Background: an optimization exercise with open tools, aiming at small area, a short achievable clock period and few clock cycles per item. Do not read the settings as production practice.
Where RTL was checked, it was by simulation tests only, not by an equivalence proof against the original.
For runs 4 to 7, only the layout was checked, not whether the RTL still works.
Power is estimated from default activity; no workload was simulated.

`design/flow/run.sh`:
```
#!/bin/bash
# synth_recipe.tcl (not shown) runs the flow's synth.tcl, then flattens the netlist and writes it again
# the make line also repeats each setting of config.mk as NAME=value (left out here)
make -C /OpenROAD-flow-scripts/flow DESIGN_CONFIG=/design/flow/config.mk WORK_HOME=/design/flow/orfs CLKGATE_MAP_FILE= SYNTH_SCRIPT=/design/flow/synth_recipe.tcl finish
```
`design/flow/config.mk`:
```
export PLATFORM = sky130hd
export DESIGN_NAME = bounded_fifo_with_keyed_removal_core
export DESIGN_NICKNAME = bounded_fifo_with_keyed_removal_core
export VERILOG_FILES = /design/flow/design.v
export SDC_FILE = /design/flow/constraint.sdc
export NUM_CORES = 4
export LEC_CHECK = 0
export ABC_CLOCK_PERIOD_IN_PS = 2500
export CAP_MARGIN = 20
export CORE_MARGIN = 2
export CORE_UTILIZATION = 40
export SETUP_SLACK_MARGIN = 2.8
export SLEW_MARGIN = 20
```
`design/flow/constraint.sdc`:
```
create_clock -name core_clock -period 5.5 [get_ports {clk}]
set_input_delay 1.1000 -clock core_clock [delete_from_list [all_inputs] [get_ports {clk}]]
set_output_delay 1.1000 -clock core_clock [all_outputs]
set_load 0.01 [all_outputs]
```
`design/flow/design.v`:
```
`timescale 1ns / 1ps
package bfkr_pkg;
    localparam int FIELD_W = 16;
    localparam int LIMIT_W = 5;
    localparam int COUNT_OUT_W = 5;
    localparam int REC_W = 3 * FIELD_W;
    localparam logic [1:0] REQ_ENQ = 2'd0;
    localparam logic [1:0] REQ_DEQ = 2'd1;
    localparam logic [1:0] REQ_RET = 2'd2;
endpackage
`timescale 1ns / 1ps
`timescale 1ns / 1ps
`timescale 1ns / 1ps
module bounded_fifo_with_keyed_removal_core #(
    parameter int DEPTH = 16
) (
    input  logic                              clk,
    input  logic                              rst_n,
    input  logic                              in_valid,
    output logic                              in_ready,
    input  logic [1:0]                        req_type,
    input  logic [bfkr_pkg::FIELD_W-1:0]      proc_num,
    input  logic [bfkr_pkg::FIELD_W-1:0]      arrival_time,
    input  logic [bfkr_pkg::FIELD_W-1:0]      cpu_time,
    input  logic [bfkr_pkg::FIELD_W-1:0]      search_key,
    input  logic                              cfg_valid,
    output logic                              cfg_ready,
    input  logic [bfkr_pkg::LIMIT_W-1:0]      queue_limit,
    output logic                              out_valid,
    input  logic                              out_ready,
    output logic                              status,
    output logic [bfkr_pkg::FIELD_W-1:0]      out_proc_num,
    output logic [bfkr_pkg::FIELD_W-1:0]      out_arrival_time,
    output logic [bfkr_pkg::FIELD_W-1:0]      out_cpu_time,
    output logic                              queue_empty,
    output logic [bfkr_pkg::COUNT_OUT_W-1:0]  record_count
);
    localparam int FW = bfkr_pkg::FIELD_W;
    localparam int RW = bfkr_pkg::REC_W;
    localparam int CW = $clog2(DEPTH + 1);
    logic             s1_v;
    logic             s1_enq;
    logic [RW-1:0]    s1_rec;
    logic [DEPTH-1:0] s1_hit;
    logic [RW-1:0]    mem [DEPTH];
    logic [DEPTH-1:0] vld;
    logic [DEPTH-1:0] age [DEPTH];
    logic [CW-1:0]    cnt;
    logic [CW-1:0]    lim;
    logic             out_v;
    logic             out_st;
    logic [DEPTH-1:0] out_sel;
    logic             slot_free;
    logic             exec;
    logic [DEPTH-1:0] free_p;
    logic [DEPTH-1:0] ffp;
    logic             none_p;
    logic [DEPTH-1:0] cand;
    logic [DEPTH-1:0] wr;
    logic [DEPTH-1:0] hit_in;
    logic             key_new;
    logic [DEPTH-1:0] m;
    logic [DEPTH-1:0] sel;
    logic [RW-1:0]    taken;
    logic             do_enq;
    logic             found;
    assign cfg_ready = 1'b1;
    assign out_valid = out_v && rst_n;
    assign slot_free = !out_v || out_ready;
    assign exec      = s1_v && slot_free;
    assign in_ready  = !s1_v || slot_free;
    always_comb
    begin
        free_p = ~vld & ~out_sel;
        for (int s = 0; s < DEPTH; s++)
        begin
            ffp[s] = free_p[s];
            for (int j = 0; j < s; j++)
            begin
                ffp[s] = ffp[s] && !free_p[j];
            end
        end
        none_p = !(|free_p);
        cand   = ffp | ({DEPTH{none_p}} & out_sel);
        wr     = ffp | ({DEPTH{none_p && slot_free}} & out_sel);
    end
    assign key_new = (s1_rec[2*FW-1:FW] == search_key);
    always_comb
    begin
        for (int s = 0; s < DEPTH; s++)
        begin
            hit_in[s] = (req_type == bfkr_pkg::REQ_DEQ)
                        || ((req_type == bfkr_pkg::REQ_RET)
                            && (cand[s] ? key_new : (mem[s][2*FW-1:FW] == search_key)));
        end
    end
    always_ff @(posedge clk)
    begin
        if (in_ready)
        begin
            s1_enq <= (req_type == bfkr_pkg::REQ_ENQ);
            s1_rec <= {proc_num, arrival_time, cpu_time};
            s1_hit <= hit_in;
        end
    end
    always_comb
    begin
        m = vld & s1_hit;
        for (int s = 0; s < DEPTH; s++)
        begin
            sel[s] = m[s];
            for (int j = 0; j < DEPTH; j++)
            begin
                if (j < s)
                begin
                    sel[s] = sel[s] && !(m[j] && age[j][s]);
                end
                else if (j > s)
                begin
                    sel[s] = sel[s] && !(m[j] && !age[s][j]);
                end
            end
        end
        found = |m;
    end
    assign do_enq = s1_enq && (cnt < lim);
    always_ff @(posedge clk)
    begin
        for (int s = 0; s < DEPTH; s++)
        begin
            if (wr[s])
            begin
                mem[s] <= s1_rec;
            end
            for (int j = s + 1; j < DEPTH; j++)
            begin
                if (cand[s])
                begin
                    age[s][j] <= 1'b0;
                end
                else if (cand[j])
                begin
                    age[s][j] <= 1'b1;
                end
            end
        end
        if (slot_free)
        begin
            out_st  <= !(do_enq || found);
            out_sel <= {DEPTH{s1_v}} & sel;
        end
    end
    always_ff @(posedge clk or negedge rst_n)
    begin
        if (!rst_n)
        begin
            s1_v  <= 1'b0;
            out_v <= 1'b0;
            vld   <= '0;
            cnt   <= '0;
            lim   <= CW'(DEPTH);
        end
        else
        begin
            if (in_ready)
            begin
                s1_v <= in_valid;
            end
            if (slot_free)
            begin
                out_v <= s1_v;
            end
            if (exec)
            begin
                vld <= (vld & ~sel) | ({DEPTH{do_enq}} & cand);
                cnt <= cnt + CW'(do_enq) - CW'(found);
            end
            if (cfg_valid)
            begin
                lim <= (queue_limit == '0 || queue_limit > bfkr_pkg::LIMIT_W'(DEPTH))
                       ? CW'(DEPTH) : CW'(queue_limit);
            end
        end
    end
    always_comb
    begin
        taken = '0;
        for (int s = 0; s < DEPTH; s++)
        begin
            taken = taken | ({RW{out_sel[s]}} & mem[s]);
        end
    end
    assign status           = out_st;
    assign out_proc_num     = taken[3*FW-1:2*FW];
    assign out_arrival_time = taken[2*FW-1:FW];
    assign out_cpu_time     = taken[FW-1:0];
    assign record_count     = cnt;
    assign queue_empty      = (cnt == '0);
endmodule
```
==> results of run 1 <==
==> layer usage <==
metal / global-route usage (%) / wire [µm] / vias to the layer above
met3: 13.1 / 38300 / 1342
met1: 42.5 / 67300 / 16400
met5: 0.378 / 877 / -
met4: 21.9 / 22300 / 32
li1: - / - / 12000
met2: 48.8 / 83300 / 3847
==> through the flow <==
step	hold WS, ns	setup WS (ns)
finish	0.430	1.70
global route	0.437	1.75
CTS	0.427	1.93
detailed placement	0.462	1.13
global placement	0.451	1.25
floorplan	0.438	1.98
==> synth_stat cells (5+ instances only) <==
library cell  number
and4_1             5
clkbuf_1         122
o221ai_1           5
buf_1             11
a22oi_1           19
a21o_1             6
dfrtp_1           27
o2bb2ai_1         16
o21ai_0           19
inv_1             20
o21ai_1            9
o21a_1            41
nand2b_1          11
ha_1              12
nand3_1           31
xor2_1           117
a221oi_1         199
edfxtp_1         850
nor2_2             6
mux2i_1            7
nor3_1            25
nor4_1            39
nor2_1           197
nand2_1           75
nand4_1           98
and2_1            30
buf_2             35
a211oi_1           5
o22ai_1           34
or4_1              6
xnor2_1          159
a21oi_1           21
buf_4              7
a31oi_1            6
a22o_1           200
o211ai_1          10
dfxtp_1          120
==> power by group through the flow <==
stage	logic [µW]	clock network, µW	registers [µW]
finish	5180	7100	9410
global route	5100	7330	9430
CTS	3860	6970	9340
detailed placement	2510	0	9490
global placement	2490	0	9460
floorplan	1390	0	9320
==> sequential cells by signal, indices dropped and copies added (netlist names) <==
name     count
age        120
vld         16
mem        768
out_v        1
s1_rec      48
lim          5
cnt          5
s1_hit      16
s1_v         1
out_st       1
out_sel     16
s1_enq       1
==> what timing repair did <==
item,CTS,global route
gates resized for setup,670,363
hold buffers,0,0
pin swaps,89,111
endpoints found under the hold margin,0,0
setup endpoints to repair,1016,881
cloned,78,82
setup buffers,143,214
==> final timing paths <==
check	from	endpoint	slack, ns	cells after the start
worst max register to register	out_sel[12]	mem[12][13]	2.07	13
max in group asynchronous	rst_n	lim[4]	4.72	3
worst min-delay path	rst_n	vld[11]	0.43	2
worst min register to register	age[0][2]	age[0][2]	0.48	2
worst max-delay path	out_sel[11]	out_arrival_time[11]	1.70	6
min in group core_clock	age[0][2]	age[0][2]	0.48	2
==> area by class of cell <==
| type | count | area share (%) |
|---|---|---|
| inverter | 22 | 0.147 |
| clock buffer | 125 | 4.64 |
| clock inverter | 61 | 1.16 |
| antenna | 14 | 0.0615 |
| multi-input combinational | 1494 | 22.9 |
| timing repair buffer | 705 | 18.0 |
| sequential | 998 | 50.2 |
| tap | 1298 | 2.85 |
==> logic make-up (layout without fill, tap and decap cells) <==
| family | after synthesis | in the layout | share of synthesized area (%) |
|---|---|---|---|
| flip-flops | 998 | 998 | 71.5 |
| adder cells (fa/ha/maj) | 13 | 13 | 0.425 |
| buffers and inverters | 198 | 913 | 2.03 |
| AND/OR/NAND/NOR | 547 | 548 | 6.93 |
| AO/OA/AOI/OAI | 632 | 649 | 12.9 |
| XOR/XNOR | 276 | 276 | 6.04 |
| other | 1 | 15 | 0.00937 |
| multiplexers | 7 | 7 | 0.175 |
==> impl_metrics.tcl, run 1 <==
set metrics [dict create \
    fin_skew_ns 0.0975 \
    crit_arrival_ns 2.70 \
    htreeDepth 3 \
    wl_um 212000 \
    hold_path.class "in2async" \
    rows 116 \
    power_uw 21700 \
    path_cells "buf_6 > buf_6 > a22o_1 > a221oi_2 > nand4_1 > buf_2" \
    grt_usage_pct 33.9 \
    switching_power_uw 6670 \
    worstPathMaxFanout 10 \
    rsz0062_at_grt "true" \
    wl_per_cell_um 44.9 \
    antenna_found_initial 22 \
    synth_edf_count 850 \
    multiInputGateArea_mm2 0.0131 \
    fin_crit_ns 3.80 \
    p_comb_share_pct 23.9 \
    critPathCaptureType "primary output" \
    yosys_warnings 3 \
    yosys-top-cells-area "edfxtp_1, dfxtp_1, a22o_1" \
    fp.dieH_um 320 \
    stdcell_area_mm2 0.0570 \
    drtIter0Drc 6696 \
    setup_tns_ns 0 \
    status "timing/DRC/antenna clean" \
    ant_nets 0 \
    drc_errors 0 \
    synth_cells 2672 \
    clock-sinks 998 \
    synth_nets 2761 \
    drive_gt1_share_pct 32.7 \
    clkTransAtPathRegs_ns 0.07 \
    io_buffer_count 132 \
    sw_frac_of_total_pct 30.7 \
    syn_area_per_cell_um2 15.0 \
    p_leak_uw 0.0200 \
    cts_buffers 100 \
    grt_max_degree 49 \
    criticalPathCategory "reg2out" \
    globalplace.congestion 1.00 \
    vdd_ir_drop_max_mv 0.311 \
    grt_pass1_vias 28400 \
    pwr-share-clk_pct 32.7 \
    async_reset_ff_share_pct 2.81 \
    area_delta_synth_final_pct 42.4 \
    timing.max_cap.violations 0 \
    timing.fmax_mhz 263 \
    yosysUniqueCellTypes 72 \
    post-dp-hpwl_um 81400 \
    ys.flop_type "edfxtp_1" \
    synthesis.area_mm2 0.0400 \
    dieArea_mm2 0.103 \
    via_per_inst 7.13 \
    maxSlewViolCount 0 \
    relSlewSlack_pct 13.5 \
    period_share_pct 69.1 \
    ys_seq_area_share_pct 71.5 \
    tritoncts "built" \
    setup_viol 0 \
    synth_area_leader_cell "edfxtp_1" \
    fillers 7227 \
    seq_area_mm2 0.0286 \
    fin_util_pct 57.2 \
    critPathTopFamily "buffers and inverters" \
    dpl_cell_area_mm2 0.0430 \
    crit_top_cell "buf_6" \
    slowest_delay_ns 0.44 \
    start_util_pct 40.1 \
    grt_first_pass_wirelength_um 239000 \
    fin_nets 3410 \
    ioPinCount 134 \
    power_density_mw_per_mm2 381 \
    required_ns 4.40 \
    layout_commonest_cell "edfxtp_1" \
    fin_cells 4717 \
    fp.dieW_um 320 \
    insertion_delay_ns 0.74 \
    vias 33600 \
    p_int_uw 15000 \
    layout_common_cells "edfxtp_1, buf_4, a22o_1, nor2_1" \
    dr.pass1.iters 8 \
    seqPwrFrac_pct 43.4 \
    cp_slowest_cell "edfxtp_1" \
    ys_ff_latch 998 \
    clockBufferDepth 3 \
    gr-total-overflow 0 \
    hold_violations 0 \
    worst_slew_pin_slew_ns 1.29 \
    cp-start-kind "flip-flop" \
    synth.top_cell.area_share_pct 63.8 \
    numPlacedInstances 4000 \
    critPathBufInv 3 \
    cts-root-buf "clkbuf_16" \
    core-area_mm2 0.0997 \
]
Testbench counts, summed over its fixed seeds: cycles 4,016, items 4,000.
==> run 2: changes to the inputs <==
--- a/design/flow/config.mk
+++ b/design/flow/config.mk
@@ -7,3 +7,2 @@
 export LEC_CHECK = 0
-export ABC_CLOCK_PERIOD_IN_PS = 2500
 export CAP_MARGIN = 20
@@ -11,3 +10,2 @@
 export CORE_UTILIZATION = 40
-export SETUP_SLACK_MARGIN = 2.8
 export SLEW_MARGIN = 20
==> run 2 against run 1 <==
  * Global-route usage down 7.5 points
  * Critical endpoint is now out_arrival_time[5]
  * Design area down 19%
  * Via count down 21%
  * Sequential share of layout area up 11 points
  * Synthesized cell count unchanged
  * Still clean on timing, DRC and antenna
  * Non-clock buffer count down 493
  * Count of clock-buffer cells in the layout down 2
  * Register-to-register slack worse by 0.76 ns
==> impl_metrics.tcl, run 2 <==
set metrics [dict create \
    cts_buffers 101 \
    fin_nets 2900 \
    synth_cells 2672 \
    r2r_cells 6 \
    tritoncts "built" \
    timing.fmax_mhz 215 \
    path_cells "buf_4 > a22o_1 > a221oi_1 > nand4_1 > clkdlybuf4s50_1" \
    antenna_found_initial 5 \
    rsz0062_at_grt "false" \
    cts_resized 0 \
    async_reset_ff_share_pct 2.81 \
    synth_most_common_cell "edfxtp_1" \
    grt_first_pass_wirelength_um 194000 \
    dieArea_mm2 0.103 \
    core-area_mm2 0.0997 \
    synth.top_cell.area_share_pct 63.8 \
    switching_power_uw 5130 \
    p_leak_uw 0.0153 \
    p_comb_share_pct 13.5 \
    io_buffer_count 132 \
    setup_tns_ns 0 \
    yosys-top-cells-area "edfxtp_1, dfxtp_1, a22o_1" \
    pwr-share-clk_pct 36.7 \
    worstPathMaxFanout 29 \
    drtIter0Drc 3427 \
    ant_nets 0 \
    worst_slew_pin_slew_ns 1.19 \
    fin_skew_ns 0.0491 \
    relSlewSlack_pct 20.7 \
    seqPwrFrac_pct 49.8 \
    r2r-start "out_sel[12]" \
    dr.pass1.iters 6 \
    slowest_delay_ns 0.96 \
    setup.worst_path.start "out_sel[7]" \
    endpoint "out_arrival_time[5]" \
    period_share_pct 84.4 \
    power_uw 18800 \
    area_delta_synth_final_pct 15.9 \
    syn_area_per_cell_um2 15.0 \
    ys.flop_type "edfxtp_1" \
    p_int_uw 13600 \
    setup_viol 0 \
    layout_common_cells "edfxtp_1, a221oi_1, a22o_1, nor2_1, xnor2_1" \
    timing.max_cap.violations 0 \
    fin_cells 4192 \
    gr-total-overflow 0 \
    crit_arrival_ns 3.54 \
    post-cts-setup-buffers 0 \
    reg_top3 "mem (768), age (120), s1_rec (48)" \
    cts-root-buf "clkbuf_16" \
    synthesis.area_mm2 0.0400 \
    cp_slowest_cell "edfxtp_1" \
    wl_per_cell_um 32.7 \
    synthTopCellsByCount "edfxtp_1, a22o_1, a221oi_1, nor2_1, xnor2_1" \
    required_ns 4.40 \
    grt_max_degree 52 \
    hold_violations 0 \
    cp.depth 5 \
    layout_commonest_cell "edfxtp_1" \
    stdcell_area_mm2 0.0464 \
    clkTransAtPathRegs_ns 0.06 \
    wl_um 137000 \
    fin_crit_ns 4.64 \
    critPathCaptureType "primary output" \
    dpl_cell_area_mm2 0.0431 \
    rows 116 \
    synth_area_leader_cell "edfxtp_1" \
    drive_gt1_share_pct 9.19 \
    critPathBufInv 2 \
    power_density_mw_per_mm2 404 \
    ctsHoldBuffers 0 \
    criticalPathCategory "reg2out" \
    fp.dieH_um 320 \
    sw_frac_of_total_pct 27.3 \
    critPathTopFamily "buffers and inverters" \
    synth_nets 2761 \
    r2r_end "mem[6][29]" \
    via_per_inst 6.31 \
    ys_ff_latch 998 \
    status "timing/DRC/antenna clean" \
    globalplace.congestion 0.968 \
    clock-sinks 998 \
    yosysUniqueCellTypes 72 \
    ioPinCount 134 \
    cp-start-kind "flip-flop" \
    ys_seq_area_share_pct 71.5 \
    vdd_ir_drop_max_mv 0.288 \
    grt_usage_pct 26.4 \
    synth_edf_count 850 \
    hold_path.class "reg2reg" \
    yosys_warnings 3 \
    post-dp-hpwl_um 81500 \
    r2r_slack_ns 1.31 \
    htreeDepth 3 \
    largest-register "mem" \
    numPlacedInstances 4006 \
    start_util_pct 40.1 \
    drc_errors 0 \
    clockBufferDepth 3 \
    grt_pass1_vias 25900 \
    largest_reg_flops 768 \
    vias 26400 \
    hold_ws_ns 0.469 \
    insertion_delay_ns 0.70 \
    maxSlewViolCount 0 \
    fp.dieW_um 320 \
]
## run 2: worst reg2reg max path, cell delays in order (launching register included)
cell and delay, ns:
edfxtp_1 0.91, nor2_2 0.23, nor4_4 0.46, and4_1 0.67, a21boi_1 0.29, a21oi_4 0.81, buf_12 0.40
## run 2: area by class of cell
class / count / area (µm²)
Clock inverter: 62 / 674
Clock buffer: 123 / 2620
Timing Repair Buffer: 212 / 1980
Antenna cell: 1 / 2.50
Tap cell: 1298 / 1620
Multi-Input combinational cell: 1476 / 10800
Sequential cell: 998 / 28600
Fill cell: 8610 / 53300
Inverter: 22 / 82.6
## run 2: worst min-delay path by stage
stage | from | cells after the start | endpoint | slack, ns
final | age[0][2] | 2 | age[0][2] | 0.47
after floorplan | age[0][2] | 2 | age[0][2] | 0.44
after global placement | age[0][2] | 2 | age[0][2] | 0.46
after CTS | age[0][2] | 2 | age[0][2] | 0.47
after detailed placement | age[0][2] | 2 | age[0][2] | 0.46
after global routing | age[0][10] | 1 | age[0][10] | 0.52
## run 2: logic make-up after synthesis
| group | after synthesis | share of synthesized area (%) |
|---|---|---|
| buffers and inverters | 198 | 2.03 |
| DFF | 998 | 71.5 |
| and+or+nand+nor | 547 | 6.93 |
| AOI/OAI and AO/OA | 632 | 12.9 |
| muxes | 7 | 0.175 |
| xor gates and xnor gates | 276 | 6.04 |
| adders and majority gates | 13 | 0.425 |
| other | 1 | 0.00937 |
## run 2: per-layer routing
layer	global-route usage (%)	wire length (µm)	vias up
met3	4.38	12200	313
met2	41.9	62900	1559
li1	-	-	10900
met5	0	12	-
met1	36.4	56100	13700
met4	9.94	5950	2
## run 2: power by group through the flow
stage	Clock [µW]	Combinational [µW]	Sequential (µW)
finish	6880	2530	9350
CTS	6960	2510	9340
floorplan	0	1380	9330
global placement	0	2480	9460
global route	7260	2650	9400
detailed placement	0	2500	9500
## run 2: through the flow
step	setup WS (ns)	utilization (%)
after global placement	1.33	43.2
after detailed placement	1.24	43.2
final	0.856	46.5
after CTS	0.953	46.5
after global routing	0.924	46.5
after floorplan	0.401	-
==> run 3: changes to the inputs <==
--- a/design/flow/config.mk
+++ b/design/flow/config.mk
@@ -7,2 +7,3 @@
 export LEC_CHECK = 0
+export ABC_CLOCK_PERIOD_IN_PS = 3200
 export CAP_MARGIN = 20
@@ -10,2 +11,3 @@
 export CORE_UTILIZATION = 40
+export SETUP_SLACK_MARGIN = 2.2
 export SLEW_MARGIN = 20
==> run 3 against run 2 <==
  * Wire length is 19% higher
  * Area after synthesis stayed put
  * Die area stayed put
  * Clock skew is 0.013 ns higher
  * Maximum frequency is 24% higher
  * Critical path depth is 1 higher
  * Clock power is 2% higher
  * Worst hold slack worse by 0.0035 ns
  * Core utilization is 3.8 points higher
  * Count of clock-buffer cells in the layout is 2 higher
  * Still clean on timing, DRC and antenna
  * Sequential power hardly changed
  * Via count is 7.5% higher
==> impl_metrics.tcl, run 3 <==
set metrics [dict create \
    status "timing/DRC/antenna clean" \
    required_ns 4.40 \
    fin_nets 3062 \
    fin_util_pct 50.3 \
    cts-root-buf "clkbuf_16" \
    cp_slowest_cell "edfxtp_1" \
    area_delta_synth_final_pct 25.4 \
    dieArea_mm2 0.103 \
    clockBufferDepth 3 \
    synth.top_cell.area_share_pct 63.8 \
    fillers 8157 \
    ys_ff_latch 998 \
    synthTopCellsByCount "edfxtp_1, a22o_1, a221oi_1, nor2_1, xnor2_1" \
    synthesis.area_mm2 0.0400 \
    grt_max_degree 49 \
    p_leak_uw 0.0170 \
    ant_nets 0 \
    clock-sinks 998 \
    crit_arrival_ns 2.65 \
    drtIter0Drc 4414 \
    power_uw 19800 \
    ys.flop_type "edfxtp_1" \
    rows 116 \
    yosys-top-cells-area "edfxtp_1, dfxtp_1, a22o_1" \
    hold_start "age[1][2]" \
    worstPathMaxFanout 4 \
    criticalPathCategory "reg2out" \
    largest_reg_flops 768 \
    yosysUniqueCellTypes 72 \
    largest-register "mem" \
    via_per_inst 6.53 \
    relSlewSlack_pct 11.8 \
    ioPinCount 134 \
    wl_um 163000 \
    synth_nets 2761 \
    grt_first_pass_wirelength_um 220000 \
    drc_errors 0 \
    hold_violations 0 \
    fp.dieH_um 320 \
    synth_cells 2672 \
    syn_area_per_cell_um2 15.0 \
    setup_viol 0 \
    globalplace.congestion 1.04 \
    io_buffer_count 132 \
    critPathBufInv 3 \
    critPathTopFamily "buffers and inverters" \
    fp.dieW_um 320 \
    path_cells "buf_6 > buf_16 > a22o_4 > a221oi_2 > nand4_1 > buf_2" \
    critPathCaptureType "primary output" \
    hold_ws_ns 0.466 \
    htreeDepth 3 \
    hold_path.class "reg2reg" \
    setup.worst_path.start "out_sel[2]" \
    rsz0062_at_grt "true" \
    synth_edf_count 850 \
    grt_pass1_vias 27300 \
    vias 28400 \
    timing.fmax_mhz 266 \
    wl_per_cell_um 37.4 \
    fin_crit_ns 3.75 \
    slowest_delay_ns 0.43 \
    core-area_mm2 0.0997 \
    start_util_pct 40.1 \
    post-dp-hpwl_um 81400 \
    insertion_delay_ns 0.71 \
    tritoncts "built" \
    dr.pass1.iters 6 \
    maxSlewViolCount 0 \
    grt_usage_pct 30.9 \
    drive_gt1_share_pct 20.9 \
    antenna_found_initial 4 \
    stdcell_area_mm2 0.0502 \
    reg_top3 "mem (768), age (120), s1_rec (48)" \
    setup_tns_ns 0 \
    vdd_ir_drop_max_mv 0.287 \
    cp-start-kind "flip-flop" \
    synth_area_leader_cell "edfxtp_1" \
    power_density_mw_per_mm2 395 \
    synth_most_common_cell "edfxtp_1" \
    worst_slew_pin_slew_ns 1.32 \
    clkTransAtPathRegs_ns 0.06 \
    period_share_pct 68.3 \
    gr-total-overflow 0 \
    r2r-start "out_sel[4]" \
    layout_commonest_cell "edfxtp_1" \
    async_reset_ff_share_pct 2.81 \
    ys_seq_area_share_pct 71.5 \
    yosys_warnings 3 \
    layout_common_cells "edfxtp_1, a22o_1, nor2_1, xnor2_1, dfxtp_1" \
    timing.max_cap.violations 0 \
    cts_buffers 103 \
    fin_skew_ns 0.0625 \
    dpl_cell_area_mm2 0.0430 \
]
run 3: cell types whose count changed in the layout (fill, tap and decap cells not counted), sizes merged, moves of 3 or more:
cell	before	now
a22o	200	209
buf	80	261
bufbuf	0	10
clkbuf	123	131
clkdlybuf4s50	132	80
clkinv	48	40
inv	24	27
run 3: cell type report:
type                            count  area [µm²]  share of cell area [%]
Antenna cell                        2        5.00                 0.00997
Clock buffer                      125        2720                    5.42
Clock inverter                     58         649                    1.29
Inverter                           22        82.6                   0.164
Multi-Input combinational cell   1488       12000                    24.0
Sequential cell                   998       28600                    57.0
Tap cell                         1298        1620                    3.23
Timing Repair Buffer              360        4450                    8.86
run 3: logic make-up (layout without fill, tap and decap cells):
group                      after synthesis  in the layout  share of synthesized area (%)
DFF                                    998            998                           71.5
AOI/OAI and AO/OA                      632            643                           12.9
and+or+nand+nor                        547            548                           6.93
xor gates and xnor gates               276            276                           6.04
buffers and inverters                  198            565                           2.03
adders and majority gates               13             13                          0.425
muxes                                    7              7                          0.175
other                                    1              3                        0.00937
run 3: worst paths after layout:
path,endpoint,slack [ns],depth (start not counted)
worst max-delay path,out_arrival_time[3],1.75,6
worst min-delay path,age[1][2],0.47,2
worst max register to register,mem[5][10],2.16,8
worst min register to register,age[1][2],0.47,2
max in group asynchronous,lim[4],4.53,3
min in group asynchronous,out_v,0.65,2
run 3: per-stage QoR:
stage,cells,setup slack (ns)
floorplan,2672,1.98
global placement,3994,1.41
detailed placement,3994,1.32
CTS,4290,1.84
global route,4349,1.75
finish,4351,1.75
run 3: repair_timing:
| item | 4_1_cts | 5_1_grt |
|---|---|---|
| pin swaps | 59 | 75 |
| hold buffers | 0 | 0 |
| setup buffers | 65 | 52 |
| endpoints found under the hold margin | 0 | 0 |
| setup endpoints to repair | 899 | 565 |
| gates resized for setup | 448 | 110 |
| gates cloned | 48 | 5 |
run 3: tightest hold or removal path: cells and delay by family (launching register included):
kind / cells / cell delay (ns)
buf+inv: 1 / 0.05
compound gates: 1 / 0.05
flops: 1 / 0.32
run 3: where the power goes:
group / internal (µW) / switching, µW
registers: 8900 / 464
logic: 1280 / 2140
clock network: 4010 / 3030
total: 14200 / 5630
run 3: metal layers:
metal,track usage [%],vias up,wire (µm)
met1,40.5,14300,60200
met3,8.20,536,20400
met5,0,-,13
li1,-,11300,-
met2,46.7,2256,71700
met4,17.7,2,10600
==> run 4: changes to the inputs <==
--- a/design/flow/design.v
+++ b/design/flow/design.v
@@ -42,3 +42,3 @@
     logic             s1_enq;
-    logic [RW-1:0]    s1_rec;
+    logic [DEPTH-1:0] s1_slot;
     logic [DEPTH-1:0] s1_hit;
@@ -51,3 +51,5 @@
     logic             out_st;
-    logic [DEPTH-1:0] out_sel;
+    logic [RW-1:0]    out_rec;
+    logic             cnt_zero;
+    logic [CW-1:0]    cnt_next;
     logic             slot_free;
@@ -57,6 +59,5 @@
     logic             none_p;
-    logic [DEPTH-1:0] cand;
-    logic [DEPTH-1:0] wr;
     logic [DEPTH-1:0] hit_in;
-    logic             key_new;
+    logic             can_enq;
+    logic             enq_wait;
     logic [DEPTH-1:0] m;
@@ -70,6 +71,8 @@
     assign exec      = s1_v && slot_free;
-    assign in_ready  = !s1_v || slot_free;
-    always_comb
-    begin
-        free_p = ~vld & ~out_sel;
+    assign can_enq   = (cnt < lim);
+    assign enq_wait  = (req_type == bfkr_pkg::REQ_ENQ) && none_p && (s1_v || can_enq);
+    assign in_ready  = (!s1_v || slot_free) && !enq_wait;
+    always_comb
+    begin
+        free_p = ~vld & ~({DEPTH{s1_v && s1_enq}} & s1_slot);
         for (int s = 0; s < DEPTH; s++)
@@ -83,6 +86,3 @@
         none_p = !(|free_p);
-        cand   = ffp | ({DEPTH{none_p}} & out_sel);
-        wr     = ffp | ({DEPTH{none_p && slot_free}} & out_sel);
-    end
-    assign key_new = (s1_rec[2*FW-1:FW] == search_key);
+    end
     always_comb
@@ -93,3 +93,3 @@
                         || ((req_type == bfkr_pkg::REQ_RET)
-                            && (cand[s] ? key_new : (mem[s][2*FW-1:FW] == search_key)));
+                            && (mem[s][2*FW-1:FW] == search_key));
         end
@@ -101,3 +101,3 @@
             s1_enq <= (req_type == bfkr_pkg::REQ_ENQ);
-            s1_rec <= {proc_num, arrival_time, cpu_time};
+            s1_slot <= ffp;
             s1_hit <= hit_in;
@@ -125,3 +125,3 @@
     end
-    assign do_enq = s1_enq && (cnt < lim);
+    assign do_enq = s1_enq && can_enq;
     always_ff @(posedge clk)
@@ -130,5 +130,5 @@
         begin
-            if (wr[s])
-            begin
-                mem[s] <= s1_rec;
+            if (ffp[s])
+            begin
+                mem[s] <= {proc_num, arrival_time, cpu_time};
             end
@@ -136,3 +136,3 @@
             begin
-                if (cand[s])
+                if (ffp[s])
                 begin
@@ -140,3 +140,3 @@
                 end
-                else if (cand[j])
+                else if (ffp[j])
                 begin
@@ -149,3 +149,3 @@
             out_st  <= !(do_enq || found);
-            out_sel <= {DEPTH{s1_v}} & sel;
+            out_rec <= taken;
         end
@@ -160,2 +160,3 @@
             cnt   <= '0;
+            cnt_zero <= 1'b1;
             lim   <= CW'(DEPTH);
@@ -168,2 +169,6 @@
             end
+            else if (exec)
+            begin
+                s1_v <= 1'b0;
+            end
             if (slot_free)
@@ -174,4 +179,5 @@
             begin
-                vld <= (vld & ~sel) | ({DEPTH{do_enq}} & cand);
-                cnt <= cnt + CW'(do_enq) - CW'(found);
+                vld <= (vld & ~sel) | ({DEPTH{do_enq}} & s1_slot);
+                cnt      <= cnt_next;
+                cnt_zero <= (cnt_next == '0);
             end
@@ -184,2 +190,3 @@
     end
+    assign cnt_next = cnt + CW'(do_enq) - CW'(found);
     always_comb
@@ -189,3 +196,3 @@
         begin
-            taken = taken | ({RW{out_sel[s]}} & mem[s]);
+            taken = taken | ({RW{sel[s]}} & mem[s]);
         end
@@ -193,7 +200,7 @@
     assign status           = out_st;
-    assign out_proc_num     = taken[3*FW-1:2*FW];
-    assign out_arrival_time = taken[2*FW-1:FW];
-    assign out_cpu_time     = taken[FW-1:0];
+    assign out_proc_num     = out_rec[3*FW-1:2*FW];
+    assign out_arrival_time = out_rec[2*FW-1:FW];
+    assign out_cpu_time     = out_rec[FW-1:0];
     assign record_count     = cnt;
-    assign queue_empty      = (cnt == '0);
+    assign queue_empty      = cnt_zero;
 endmodule
--- a/design/flow/config.mk
+++ b/design/flow/config.mk
@@ -7,3 +7,3 @@
 export LEC_CHECK = 0
-export ABC_CLOCK_PERIOD_IN_PS = 3200
+export ABC_CLOCK_PERIOD_IN_PS = 3000
 export CAP_MARGIN = 20
@@ -11,3 +11,3 @@
 export CORE_UTILIZATION = 40
-export SETUP_SLACK_MARGIN = 2.2
+export SETUP_SLACK_MARGIN = 2.7
 export SLEW_MARGIN = 20
==> run 4 against run 3 <==
  * Wire length down 1.5%
  * Register-to-register slack gained 0.03 ns
  * Clock skew decreased by 0.041 ns
  * Design area increased by 1.4%
  * Highest routed layer unchanged
  * Worst hold slack improved by 0.012 ns
  * Via count increased by 0.43%
  * Sequential share of layout area shrank 0.72 points
  * Area after synthesis fell by 0.27%
  * Still clean
  * Core utilization is 1.2 points higher
  * Flip-flop and latch count up 1
  * Global-route usage fell by 2.4 points
  * First-iteration DRC count rose by 1.2%
==> impl_metrics.tcl, run 4 <==
set metrics [dict create \
    status "timing/DRC/antenna clean" \
    ys_ff_latch 999 \
    critPathBufInv 2 \
    wl_um 160000 \
    antenna_found_initial 14 \
    fp.dieW_um 320 \
    clockBufferDepth 3 \
    async_reset_ff_share_pct 2.90 \
    ctsHoldBuffers 0 \
    syn_area_per_cell_um2 14.9 \
    critPathTopFamily "simple AND/OR/NAND/NOR gates" \
    rsz0062_at_grt "true" \
    post-dp-hpwl_um 80400 \
    worst_slew_pin_slew_ns 1.01 \
    dieArea_mm2 0.102 \
    grt_usage_pct 28.5 \
    start_util_pct 40.4 \
    synthesis.area_mm2 0.0399 \
    drtIter0Drc 4466 \
    numPlacedInstances 3993 \
    globalplace.congestion 0.958 \
    synth_edf_count 850 \
    cts_buffers 105 \
    timing.max_cap.violations 0 \
    clock-sinks 999 \
    insertion_delay_ns 0.70 \
    relSlewSlack_pct 32.8 \
    wl_per_cell_um 36.4 \
    largest-register "mem" \
    synth_top_family_by_area "compound AO/OA/AOI/OAI gates" \
    ant_nets 0 \
    synth_nets 2773 \
    muxShareOfSynthArea_pct 0 \
    drc_errors 0 \
    grt_pass1_vias 26800 \
    largest_reg_flops 768 \
    slowest_delay_ns 0.54 \
    tritoncts "built" \
    io_buffer_count 132 \
    grt_max_degree 52 \
    synthXorXnorAreaFrac_pct 5.70 \
    critPathCaptureType "primary output" \
    area_delta_synth_final_pct 27.6 \
    core-area_mm2 0.0987 \
    yosys_warnings 3 \
    layout_common_cells "edfxtp_1, xor2_1, a22o_1, nor2_1, a221oi_1" \
    fin_cells 4409 \
    ys.flop_type "edfxtp_1" \
    yosys-top-cells-area "edfxtp_1, dfxtp_1, xor2_1" \
    reg_top3 "mem (768), age (120), out_rec (48)" \
    setup_tns_ns 0 \
    ys_seq_area_share_pct 71.8 \
    dr.pass1.iters 7 \
    fin_skew_ns 0.0219 \
    synth_cells 2685 \
    crit_arrival_ns 2.92 \
    synth-compound-area-share_pct 11.0 \
    worstPathMaxFanout 4 \
    required_ns 4.40 \
    yosysUniqueCellTypes 55 \
    via_per_inst 6.47 \
    fin_nets 3122 \
    synth.top_cell.area_share_pct 63.9 \
    period_share_pct 73.0 \
    maxSlewViolCount 0 \
    p_leak_uw 0.0174 \
    path_cells "and2_4 > a21o_4 > inv_4 > or4_4 > or2_4 > nor4_4 > o211ai_1 > and2_4 > buf_6" \
    fin_crit_ns 4.02 \
    criticalPathCategory "reg2out" \
    ioPinCount 134 \
    htreeDepth 3 \
    vdd_ir_drop_max_mv 0.297 \
    timing.fmax_mhz 249 \
    cp-start-kind "flip-flop" \
    clkTransAtPathRegs_ns 0.06 \
    hold_violations 0 \
    cp_slowest_cell "or4_4" \
    setup_viol 0 \
    vias 28500 \
    synth_most_common_cell "edfxtp_1" \
    synth_adder_area_share_pct 0.395 \
    gr-total-overflow 0 \
    power_density_mw_per_mm2 458 \
    synth_area_leader_cell "edfxtp_1" \
    fp.dieH_um 320 \
    layout_commonest_cell "edfxtp_1" \
    rows 115 \
    synth-simple-area-share_pct 9.07 \
    drive_gt1_share_pct 19.7 \
    crit_top_cell "and2_4" \
    synthTopCellsByCount "edfxtp_1, xor2_1, nor2_1, a22o_1, a221oi_1" \
    grt_first_pass_wirelength_um 206000 \
    cts-root-buf "clkbuf_16" \
    hold_path.class "reg2reg" \
]
==> run 4: cell types whose count changed after synthesis, sizes merged, moves of 21 or more <==
| cell | before | now |
|---|---|---|
| nand4 | 98 | 77 |
| o21a | 42 | 10 |
| nand3b | 3 | 79 |
| nand3 | 32 | 121 |
| o22ai | 36 | 0 |
| xor2 | 117 | 241 |
| xnor2 | 159 | 19 |
| o2111ai | 4 | 48 |
| clkbuf | 123 | 150 |
| nor4 | 43 | 68 |
==> run 4: layer usage <==
metal / GRT usage [%] / share of wire (%)
met3: 7.05 / 13
met4: 11.9 / 5.0
met1: 38.6 / 38
met2: 43.8 / 44
met5: 0 / 0.050
==> run 4: final cells by class <==
cell class	count	area, µm²
sequential	999	28700
clock buffer	134	2820
fill	8079	47800
tap	1287	1610
timing repair buffer	418	5610
timing repair inverter	4	35.0
antenna	7	17.5
multi-input combinational	1483	11500
inverter	23	174
clock inverter	54	497
==> run 4: through the flow <==
stage	power, µW	cell area (µm²)	util [%]	hold WS [ns]	setup slack (ns)
floorplan	12700	40200	-	0.430	1.65
global placement	15300	43100	43.6	0.465	1.14
detailed placement	15300	43100	43.6	0.466	1.09
CTS	22600	48400	49.0	0.474	1.38
global route	23900	50900	51.6	0.502	1.44
finish	23300	50900	51.6	0.478	1.48
==> run 4: power breakdown <==
part,switching (µW),internal [µW]
Combinational,4060,2200
Sequential,594,9530
Clock,2990,3940
Total,7650,15700
==> run 4: kinds of logic after synthesis <==
logic type               Yosys count
flip-flops                       999
AND/OR/NAND/NOR                  688
AO/OA/AOI/OAI                    518
XOR/XNOR                         260
buffers and inverters            207
adder cells (fa/ha/maj)           12
other                              1
==> run 4: path summary, 6_finish.rpt <==
check                               start    endpoint  slack, ns  depth (start not counted)
worst max-delay path               s1_enq    in_ready       1.48                          9
worst min-delay path            age[0][2]   age[0][2]       0.48                          2
worst max register to register     s1_enq  mem[15][8]       2.19                         15
worst min register to register  age[0][2]   age[0][2]       0.48                          2
max in group asynchronous           rst_n    cnt_zero       4.73                          3
min in group asynchronous           rst_n      vld[2]       0.51                          3
==> run 4: timing repair <==
item	4_1_cts	5_1_grt
cloned	29	36
setup buffers	78	78
setup endpoints to repair	881	700
gates resized for setup	183	227
pin swaps	22	48
==> run 4: worst reg2reg max path, delay by kind of cell, from the launching register on <==
| family | cells | cell delay, ns |
|---|---|---|
| buffers and inverters | 11 | 1.37 |
| AND/OR/NAND/NOR | 3 | 1.11 |
| flip-flops | 1 | 0.45 |
| AO/OA/AOI/OAI | 1 | 0.08 |
==> run 5: changes to the inputs <==
--- a/design/flow/config.mk
+++ b/design/flow/config.mk
@@ -7,3 +7,3 @@
 export LEC_CHECK = 0
-export ABC_CLOCK_PERIOD_IN_PS = 3000
+export ABC_CLOCK_PERIOD_IN_PS = 3500
 export CAP_MARGIN = 20
@@ -11,3 +11,3 @@
 export CORE_UTILIZATION = 40
-export SETUP_SLACK_MARGIN = 2.7
+export SETUP_SLACK_MARGIN = 2.3
 export SLEW_MARGIN = 20
==> run 5 against run 4 <==
  * Combinational power is 8.0% lower
  * Global-route usage is 0.86 points lower
  * Count of clock-buffer cells in the layout is 9 lower
  * Sequential power hardly changed
  * Sequential share of layout area is 4.1 points higher
  * Total power is 1.9% lower
  * Core utilization is 3.5 points lower
  * Die area stayed put
  * Register-to-register slack worse by 0.09 ns
  * Wire length is 9.6% lower
  * Critical path depth stayed put
  * First-iteration DRC count is 23% lower
  * Critical endpoint unchanged
  * Highest routed layer unchanged
==> impl_metrics.tcl, run 5 <==
set metrics [dict create \
    hold_start "age[4][12]" \
    fp.dieW_um 320 \
    syn_area_per_cell_um2 14.9 \
    clockBufferDepth 3 \
    grt_first_pass_wirelength_um 201000 \
    globalplace.congestion 0.960 \
    hold_violations 0 \
    timing.max_cap.violations 0 \
    rows 115 \
    p_leak_uw 0.0159 \
    synth_cells 2685 \
    drc_errors 0 \
    fin_crit_ns 4.06 \
    core-area_mm2 0.0987 \
    vdd_ir_drop_max_mv 0.388 \
    dpl_cell_area_mm2 0.0431 \
    wl_per_cell_um 34.0 \
    status "timing/DRC/antenna clean" \
    io_buffer_count 132 \
    ys_seq_area_share_pct 71.8 \
    r2r_cells 8 \
    relSlewSlack_pct 27.7 \
    drtIter0Drc 3430 \
    r2r_slack_ns 2.10 \
    setup_tns_ns 0 \
    reg_top3 "mem (768), age (120), out_rec (48)" \
    insertion_delay_ns 0.72 \
    fp.dieH_um 320 \
    layout_commonest_cell "edfxtp_1" \
    layout_common_cells "edfxtp_1, xor2_1, nor2_1, a22o_1, a221oi_1" \
    hold_ws_ns 0.496 \
    vias 27000 \
    power_density_mw_per_mm2 482 \
    drive_gt1_share_pct 12.8 \
    required_ns 4.40 \
    hold_depth 2 \
    ctsHoldBuffers 0 \
    wl_um 145000 \
    synthesis.area_mm2 0.0399 \
    synth.top_cell.area_share_pct 63.9 \
    r2r-start "s1_enq" \
    r2r_end "mem[13][7]" \
    dr.pass1.iters 7 \
    cp-start-kind "flip-flop" \
    numPlacedInstances 4006 \
    tritoncts "built" \
    ioPinCount 134 \
    antenna_found_initial 15 \
    htreeDepth 3 \
    synth_nets 2773 \
    dieArea_mm2 0.102 \
    via_per_inst 6.34 \
    post-dp-hpwl_um 81200 \
    clock-sinks 999 \
    worstPathMaxFanout 3 \
    yosysUniqueCellTypes 55 \
    crit_arrival_ns 2.96 \
    async_reset_ff_share_pct 2.90 \
    fin_skew_ns 0.0407 \
    stdcell_area_mm2 0.0475 \
    yosys-top-cells-area "edfxtp_1, dfxtp_1, xor2_1" \
    synth_edf_count 850 \
    rsz0062_at_grt "true" \
    maxSlewViolCount 0 \
    setup_viol 0 \
    fin_nets 2975 \
    ys.flop_type "edfxtp_1" \
    hold_path.class "reg2reg" \
    largest_reg_flops 768 \
    grt_max_degree 65 \
    synth_most_common_cell "edfxtp_1" \
    grt_usage_pct 27.6 \
    start_util_pct 40.4 \
    cts-root-buf "clkbuf_16" \
    timing.fmax_mhz 247 \
    cts_buffers 101 \
    synth_area_leader_cell "edfxtp_1" \
    synthTopCellsByCount "edfxtp_1, xor2_1, nor2_1, a22o_1, a221oi_1" \
    yosys_warnings 3 \
    area_delta_synth_final_pct 18.9 \
    largest-register "mem" \
    fin_util_pct 48.1 \
    period_share_pct 73.7 \
    fin_cells 4260 \
    criticalPathCategory "reg2out" \
    grt_pass1_vias 26100 \
    ant_nets 0 \
    ys_ff_latch 999 \
    critPathCaptureType "primary output" \
    clkTransAtPathRegs_ns 0.07 \
    hold_path_end "age[4][12]" \
    worst_slew_pin_slew_ns 1.08 \
    gr-total-overflow 0 \
]
==> run 5: changes by cell type in the layout (fill, tap and decap cells not counted), sizes merged, moves of 4 or more <==
| cell | change |
|---|---|
| bufinv | +4 |
| clkbuf | -34 |
| diode | -4 |
| dlygate4sd2 | -13 |
| bufbuf | -6 |
| buf | -110 |
| clkdlybuf4s50 | +18 |
==> run 5: what timing repair did <==
action                                  in CTS  in global routing
buffers inserted                            43                 17
endpoints found under the setup margin     523                269
hold endpoints to repair                     0                  0
resized for setup                           75                 39
cloned                                       4                  1
pin swaps                                   21                 17
==> run 5: final cells by class <==
cell class	instances	area (µm²)
fill	8397	51300
sequential	999	28700
multi-input combinational	1483	10900
timing repair buffer	279	2810
clock buffer	125	2670
tap	1287	1610
clock inverter	61	689
inverter	23	120
antenna	3	7.51
==> run 5: power breakdown <==
group          leakage (µW)  internal (µW)  total (µW)  switching, µW
clock               0.00162           3980        7000           3020
sequential          0.00916           9530       10100            574
combinational       0.00516           1930        5760           3830
==> run 5: critical path: stages (launching register included) <==
cell and delay [ns]:
edfxtp_1 0.44, buf_4 0.16, buf_4 0.13, a31oi_2 0.11
or4_4 0.50, or2_4 0.26, nor4_4 0.18, o211ai_1 0.17
and2_4 0.18, buf_6 0.11
==> run 5: logic make-up (layout without fill, tap and decap cells) <==
family / after synthesis / in the layout / synth area share, %
AOI/OAI and AO/OA: 518 / 518 / 11.0
adders and majority gates: 12 / 12 / 0.395
other: 1 / 4 / 0.00939
buffers and inverters: 207 / 488 / 2.05
and+or+nand+nor: 688 / 692 / 9.07
DFF: 999 / 999 / 71.8
xor gates and xnor gates: 260 / 260 / 5.70
==> run 5: how the worst max path moves through the flow <==
stage,from,to
3_5_place_dp,s1_v,in_ready
3_3_place_gp,s1_v,in_ready
6_report,s1_enq,in_ready
5_1_grt,s1_enq,in_ready
2_1_floorplan,s1_v,s1_slot[15]
4_1_cts,s1_v,in_ready
==> run 5: per-stage QoR <==
stage	setup WS (ns)	power (µW)
after floorplan	1.65	12700
after global placement	1.19	15300
after detailed placement	1.14	15400
after CTS	1.37	22700
after global routing	1.37	23500
final	1.44	22900
==> run 5: layer usage <==
metal  up-vias  GRT usage, %  share of wire [%]
li1      11000             -                  -
met5         -             0              0.096
met2      1654          42.5                 45
met3       348          5.17                9.8
met4        20          10.5                3.9
met1     13900          39.0                 41
==> run 6: changes to the inputs <==
--- a/design/flow/design.v
+++ b/design/flow/design.v
@@ -58,3 +58,2 @@
     logic [DEPTH-1:0] ffp;
-    logic             none_p;
     logic [DEPTH-1:0] hit_in;
@@ -72,3 +71,4 @@
     assign can_enq   = (cnt < lim);
-    assign enq_wait  = (req_type == bfkr_pkg::REQ_ENQ) && none_p && (s1_v || can_enq);
+    assign enq_wait  = (req_type == bfkr_pkg::REQ_ENQ) && (s1_v || can_enq)
+                       && ((cnt == CW'(DEPTH)) || ((cnt == CW'(DEPTH - 1)) && s1_v && s1_enq));
     assign in_ready  = (!s1_v || slot_free) && !enq_wait;
@@ -85,3 +85,2 @@
         end
-        none_p = !(|free_p);
     end
--- a/design/flow/config.mk
+++ b/design/flow/config.mk
@@ -7,3 +7,3 @@
 export LEC_CHECK = 0
-export ABC_CLOCK_PERIOD_IN_PS = 3500
+export ABC_CLOCK_PERIOD_IN_PS = 3200
 export CAP_MARGIN = 20
@@ -11,3 +11,3 @@
 export CORE_UTILIZATION = 40
-export SETUP_SLACK_MARGIN = 2.3
+export SETUP_SLACK_MARGIN = 2.7
 export SLEW_MARGIN = 20
==> run 6 against run 5 <==
  * Count of clock-buffer cells in the layout is 7 lower
  * Cell count is 6.6% higher
  * Via count is 11% higher
  * Sequential power hardly changed
  * Worst hold slack worse by 0.0052 ns
  * Combinational power is 22% higher
  * Sequential share of layout area is 7.2 points lower
  * Die area hardly changed
  * Non-clock buffer count is 305 higher
  * Global-route usage is 1.6 points higher
  * Still clean
  * Core utilization is 6.5 points higher
==> impl_metrics.tcl, run 6 <==
set metrics [dict create \
    globalplace.congestion 0.969 \
    core-area_mm2 0.0987 \
    synth_most_common_cell "edfxtp_1" \
    fin_util_pct 54.6 \
    hold_path.class "reg2reg" \
    clock-sinks 999 \
    cts_buffers 99 \
    synthTopCellsByCount "edfxtp_1, xor2_1, a22o_1, a221oi_1, clkbuf_1" \
    largest_reg_flops 768 \
    ant_nets 0 \
    hold_violations 0 \
    layout_commonest_cell "edfxtp_1" \
    reg_top3 "mem (768), age (120), out_rec (48)" \
    insertion_delay_ns 0.72 \
    rsz0062_at_grt "true" \
    ctsHoldBuffers 0 \
    slowest_delay_ns 0.38 \
    vias 29900 \
    start_util_pct 40.5 \
    yosys-top-cells-area "edfxtp_1, dfxtp_1, xor2_1" \
    synth-compound-area-share_pct 11.6 \
    required_ns 4.40 \
    criticalPathCategory "reg2out" \
    ys.flop_type "edfxtp_1" \
    cp-start-kind "flip-flop" \
    synth_cells 2657 \
    hold_ws_ns 0.491 \
    setup_viol 0 \
    worstPathMaxFanout 2 \
    rows 115 \
    fin_ws_ns 2.17 \
    layout_common_cells "edfxtp_1, xor2_1, a22o_1, buf_4, clkbuf_16" \
    muxShareOfSynthArea_pct 0.0282 \
    cts-root-buf "clkbuf_16" \
    area_delta_synth_final_pct 35.0 \
    drc_errors 0 \
    dieArea_mm2 0.102 \
    gr-total-overflow 0 \
    synth-simple-area-share_pct 8.43 \
    timing.fmax_mhz 301 \
    yosysUniqueCellTypes 52 \
    grt_usage_pct 29.3 \
    path_cells "inv_2 > ha_4 > a21o_1 > a21oi_2 > o21ai_2 > o21ai_4 > nand2_8 > buf_6" \
    yosys_warnings 3 \
    post-dp-hpwl_um 81200 \
    power_uw 24100 \
    critPathCaptureType "primary output" \
    wl_per_cell_um 37.5 \
    status "timing/DRC/antenna clean" \
    synth_edf_count 850 \
    synthesis.area_mm2 0.0399 \
    grt_pass1_vias 27100 \
    fin_skew_ns 0.0383 \
    grt_first_pass_wirelength_um 212000 \
    synth_adder_area_share_pct 0.457 \
    synth.top_cell.area_share_pct 63.9 \
    clockBufferDepth 3 \
    tritoncts "built" \
    dp_slack_ns 1.35 \
    ioPinCount 134 \
    period_share_pct 60.5 \
    fin_nets 3262 \
    synth_nets 2747 \
    via_per_inst 6.59 \
    largest-register "mem" \
    fp.dieW_um 320 \
    fp.dieH_um 320 \
    timing.max_cap.violations 0 \
    synth_area_leader_cell "edfxtp_1" \
    io_buffer_count 132 \
    maxSlewViolCount 0 \
    critPathTopFamily "compound AO/OA/AOI/OAI gates" \
    synth_top_family_by_area "compound AO/OA/AOI/OAI gates" \
    fin_crit_ns 3.33 \
    wl_um 170000 \
    drive_gt1_share_pct 26.0 \
    drtIter0Drc 5258 \
    synthXorXnorAreaFrac_pct 5.70 \
    crit_arrival_ns 2.23 \
    async_reset_ff_share_pct 2.90 \
    dr.pass1.iters 7 \
    power_density_mw_per_mm2 447 \
    syn_area_per_cell_um2 15.0 \
    grt_max_degree 54 \
    vdd_ir_drop_max_mv 0.286 \
    ys_ff_latch 999 \
    antenna_found_initial 10 \
    clkTransAtPathRegs_ns 0.06 \
    htreeDepth 3 \
    p_leak_uw 0.0187 \
    cp_slowest_cell "dfrtp_1" \
    relSlewSlack_pct 24.5 \
    critPathBufInv 2 \
    worst_slew_pin_slew_ns 1.13 \
    ys_seq_area_share_pct 71.7 \
    setup_tns_ns 0 \
]
-- run 6: cell count changes after synthesis, sizes merged, moves of 3 or more --
cell and delta:
nor2 -62, o21a +28, a21oi +6, nand2b -4, nand2 +5, a31oi -3, clkbuf +8, o21ba +5
buf -10, inv +4, a21o -3, nand4b -3
-- run 6: through the flow --
stage | cell area, µm² | instances
after floorplan | 40200 | 2657
after global placement | 43000 | 3969
after detailed placement | 43000 | 3969
after CTS | 50200 | 4369
after global routing | 53900 | 4538
final | 53900 | 4541
-- run 6: final timing paths --
check / start / to / slack (ns) / cells after the start
hold / removal: age[2][14] / age[2][14] / 0.49 / 1
max in group asynchronous: rst_n / cnt_zero / 4.74 / 3
hold reg to reg: age[2][14] / age[2][14] / 0.49 / 1
setup / recovery: lim[1] / in_ready / 2.17 / 8
setup reg to reg: s1_enq / mem[13][35] / 2.23 / 13
min in group asynchronous: rst_n / vld[4] / 0.50 / 3
-- run 6: power by group --
part / total, µW / internal (µW) / switching (µW)
Combinational: 7040 / 2660 / 4380
Sequential: 10200 / 9480 / 682
Clock: 6920 / 3850 / 3070
Total: 24100 / 16000 / 8130
-- run 6: worst reg2reg max path: stages, from the launching register on --
cell and delay, ns:
edfxtp_1 0.42, and2_4 0.20, buf_6 0.09, buf_6 0.08
buf_6 0.09, a21o_4 0.16, inv_8 0.04, or4_4 0.49
or3_4 0.44, buf_6 0.15, nor3b_4 0.22, buf_12 0.18
buf_12 0.18, buf_16 0.21
-- run 6: cell type report --
class / count / area [µm²]
fillers: 7695 / 44800
flip-flops and latches: 999 / 28700
multi-input cells: 1451 / 11800
repair buffers: 584 / 8080
clock buffers: 118 / 2610
well taps: 1287 / 1610
clock inverters: 62 / 691
inverters: 27 / 220
repair inverters: 10 / 159
diodes: 3 / 7.51
-- run 6: routing by layer --
layer | global-route usage, % | wire length (µm) | vias to the layer above | share of wire [%]
met1 | 39.7 | 62000 | 15100 | 36
met5 | 0 | 193 | - | 0.11
met4 | 13.2 | 10900 | 12 | 6.4
met3 | 7.53 | 23700 | 601 | 14
li1 | - | - | 11700 | -
met2 | 44.3 | 73500 | 2569 | 43
-- run 6: timing repair --
| action | 4_1_cts | 5_1_grt |
|---|---|---|
| pin swaps | 39 | 70 |
| resized for setup | 331 | 317 |
| setup endpoints to repair | 862 | 826 |
| buffers inserted | 174 | 105 |
| gates cloned | 46 | 64 |
-- run 6: cell families (layout without fill, tap and decap cells) --
kind of cell               count (synthesis)  in the layout
AOI/OAI and AO/OA                        551            551
xor gates and xnor gates                 260            260
adders and majority gates                 14             14
buffers and inverters                    209            801
DFF                                      999            999
muxes                                      1              1
other                                      1              4
and+or+nand+nor                          622            624
==> run 7: changes to the inputs <==
--- a/design/flow/config.mk
+++ b/design/flow/config.mk
@@ -7,7 +7,7 @@
 export LEC_CHECK = 0
-export ABC_CLOCK_PERIOD_IN_PS = 3200
+export ABC_CLOCK_PERIOD_IN_PS = 3500
 export CAP_MARGIN = 20
 export CORE_MARGIN = 2
-export CORE_UTILIZATION = 40
-export SETUP_SLACK_MARGIN = 2.7
+export CORE_UTILIZATION = 55
+export SETUP_SLACK_MARGIN = 2.5
 export SLEW_MARGIN = 20
==> run 7 against run 6 <==
  * Still clean on timing, DRC and antenna
  * Wire length is 13% lower
  * Count of clock-buffer cells in the layout fell by 6
  * Global-route usage increased by 8.0 points
  * Non-clock buffer count fell by 184
  * Sequential share of layout area is 4.4 points higher
  * Largest cell class unchanged
  * Total power is 4.9% lower
  * Sequential power barely moved
  * Combinational power fell by 19%
  * Critical endpoint is now mem[15][20]
==> impl_metrics.tcl, run 7 <==
set metrics [dict create \
    status "timing/DRC/antenna clean" \
    yosys-top-cells-area "edfxtp_1, dfxtp_1, xor2_1" \
    r2r_end "mem[15][20]" \
    globalplace.congestion 0.981 \
    setup_tns_ns 0 \
    r2r_cells 15 \
    layout_common_cells "edfxtp_1, xor2_1, a22o_1, a221oi_1, clkbuf_16" \
    async_reset_ff_share_pct 2.90 \
    synth_most_common_cell "edfxtp_1" \
    synth_edf_count 850 \
    busiest_layer "met2" \
    post-dp-hpwl_um 76100 \
    fp.dieH_um 273 \
    synth_area_leader_cell "edfxtp_1" \
    wl_um 149000 \
    power_uw 22900 \
    core-area_mm2 0.0717 \
    grt_pass1_vias 26500 \
    fin_nets 3073 \
    via_per_inst 7.03 \
    cts-root-buf "clkbuf_16" \
    synthTopCellsByCount "edfxtp_1, xor2_1, a22o_1, a221oi_1, clkbuf_1" \
    reg_top3 "mem (768), age (120), out_rec (48)" \
    seq_area_mm2 0.0287 \
    clkTransAtPathRegs_ns 0.06 \
    dieArea_mm2 0.0748 \
    drc_errors 0 \
    wl_per_cell_um 37.0 \
    slowest_delay_ns 0.52 \
    cts_buffers 100 \
    antenna_found_initial 7 \
    required_ns 5.88 \
    yosysUniqueCellTypes 52 \
    area_delta_synth_final_pct 24.6 \
    worst_slew_pin_slew_ns 1.09 \
    clock-sinks 999 \
    grt_usage_pct 37.2 \
    setup_viol 0 \
    criticalPathCategory "reg2reg" \
    htreeDepth 3 \
    fin_util_pct 69.4 \
    vias 28300 \
    crit_top_cell "buf_6" \
    insertion_delay_ns 0.68 \
    fp.dieW_um 273 \
    ys_seq_area_share_pct 71.7 \
    cp-start-kind "flip-flop" \
    met2_usage_pct 56.9 \
    synth.top_cell.area_share_pct 63.9 \
    fin_crit_ns 3.50 \
    critPathCaptureType "flip-flop" \
    hold_start "age[4][5]" \
    fin_skew_ns 0.0457 \
    worstPathMaxFanout 6 \
    synthesis.area_mm2 0.0399 \
    p_leak_uw 0.0171 \
    timing.max_cap.violations 0 \
    hold_path_end "age[4][5]" \
    rows 98 \
    ant_nets 0 \
    ys.flop_type "edfxtp_1" \
    rsz0062_at_grt "true" \
    maxSlewViolCount 0 \
    hold_depth 2 \
    crit_arrival_ns 3.88 \
    use_met3_pct 8.05 \
    cp_slowest_cell "or4_4" \
    yosys_warnings 3 \
    ctsHoldBuffers 0 \
    multiInputGateArea_mm2 0.0111 \
    clockBufferDepth 3 \
    grt_util_met1_pct 51.9 \
    vdd_ir_drop_max_mv 0.421 \
    fin_ws_ns 2.00 \
    ioPinCount 134 \
    grt_first_pass_wirelength_um 196000 \
    r2r-start "s1_enq" \
    fillers 4827 \
    timing.fmax_mhz 285 \
    largest-register "mem" \
    dp_slack_ns 1.36 \
    tritoncts "built" \
    path_cells "and2_4 > buf_6 > buf_6 > buf_6 > buf_6 > a21o_4 > inv_8 > or4_4 > or3_4 > buf_6 > nor4_4 > buf_4 > buf_8 > buf_12 > buf_16" \
    drive_gt1_share_pct 18.6 \
    layout_commonest_cell "edfxtp_1" \
    syn_area_per_cell_um2 15.0 \
    ys_ff_latch 999 \
    hold_violations 0 \
    power_density_mw_per_mm2 461 \
    drtIter0Drc 4370 \
    grt_max_degree 56 \
    hold_path.class "reg2reg" \
    largest_reg_flops 768 \
    period_share_pct 63.7 \
    relSlewSlack_pct 27.3 \
    synth_nets 2747 \
    r2r_slack_ns 2.00 \
    gr-total-overflow 0 \
    io_buffer_count 132 \
    start_util_pct 55.7 \
    dr.pass1.iters 8 \
    synth_cells 2657 \
]
run 7: layer usage:
| metal | routed length [µm] | vias to the layer above |
|---|---|---|
| met4 | 8320 | 12 |
| li1 | - | 11300 |
| met1 | 56900 | 14400 |
| met5 | 77 | - |
| met2 | 65100 | 2149 |
| met3 | 18300 | 469 |
run 7: power breakdown:
part	switching (µW)	internal [µW]	leakage, µW
clock	3000	4100	0.00168
combinational	3650	2020	0.00623
sequential	707	9470	0.00915
run 7: kinds of logic after synthesis:
logic type               synth area share (%)
multiplexers                           0.0282
other                                 0.00939
XOR/XNOR                                 5.70
AO/OA/AOI/OAI                            11.6
adder cells (fa/ha/maj)                 0.457
AND/OR/NAND/NOR                          8.43
buffers and inverters                    2.06
flip-flops                               71.7
run 7: final cells by class:
cell class,count,share of cell area [%]
Inverter,27,0.402
Clock buffer,112,5.25
Antenna cell,1,0.00503
Timing Repair Buffer,400,10.3
Timing Repair inverter,4,0.0754
Clock inverter,75,1.67
Tap cell,950,2.39
Multi-Input combinational cell,1451,22.3
Sequential cell,999,57.6
run 7: worst max-delay path by stage:
| stage | startpoint | end | slack, ns | depth (start not counted) |
|---|---|---|---|---|
| after floorplan | s1_enq | s1_slot[15] | 1.73 | 7 |
| after global placement | req_type[0] | in_ready | 1.32 | 6 |
| after detailed placement | req_type[0] | in_ready | 1.36 | 6 |
| after CTS | req_type[0] | in_ready | 1.99 | 6 |
| after global routing | s1_enq | mem[15][20] | 1.99 | 15 |
| final | s1_enq | mem[15][20] | 2.00 | 15 |
run 7: metrics by stage:
step	instance area [µm²]	hold slack [ns]	std cells
after detailed placement	42600	0.470	3619
after global placement	42600	0.461	3619
after CTS	47700	0.482	3909
final	49800	0.488	4019
after floorplan	40100	0.430	2657
after global routing	49800	0.506	4018
run 7: worst max-delay path, delay by kind of cell, from the launching register on:
family | cells | cell delay (ns)
and+or+nand+nor | 4 | 1.45
buffers and inverters | 10 | 1.14
DFF | 1 | 0.45
AOI/OAI and AO/OA | 1 | 0.16
run 7: repair_timing:
item,CTS,global route
pin swaps,25,29
buffers inserted,85,67
endpoints found under the hold margin,0,0
cloned,18,42
resized for setup,130,156
setup endpoints to repair,837,812

port drivers added, routing unchanged:
In the flow no input, the clock included, has a driving cell. The finished layouts below were timed again as built, in two steps.
Step 1 (the two cells are an assumption about what drives the block):
set clk [get_ports {clk}]
set_driving_cell -lib_cell sky130_fd_sc_hd__clkbuf_16 $clk
set_driving_cell -lib_cell sky130_fd_sc_hd__buf_2 [delete_from_list [all_inputs] $clk]
Step 2 adds t to the input delays and takes it off the output delays; t is the mean of the earliest and latest rising clock arrival at the registers after step 1. Input paths then give back, and output paths get back, about the clock's delay inside the block.
Three values: no drivers, after step 1, after step 2; two values: the first two.
run	t, ns	slack for setup (ns)	cell pins on the clock port's net
run 1	0.768	1.698 / 1.621 / 1.506	1
run 2	0.755	0.856 / 0.782 / 1.093	1
run 3	0.756	1.745 / 1.673 / 1.627	1
run 4	0.755	1.484 / 1.413 / 1.868	1
run 5	0.770	1.445 / 1.369 / 1.572	1
run 6	0.772	2.175 / 2.102 / 1.846	1
run 7	0.730	1.997 / 1.997 / 1.717	1
After both steps setup and hold are still met in every run listed. For run 6, which loses most, drivers alone change the setup slack by -0.073 ns; drivers and shift together by -0.329 ns.
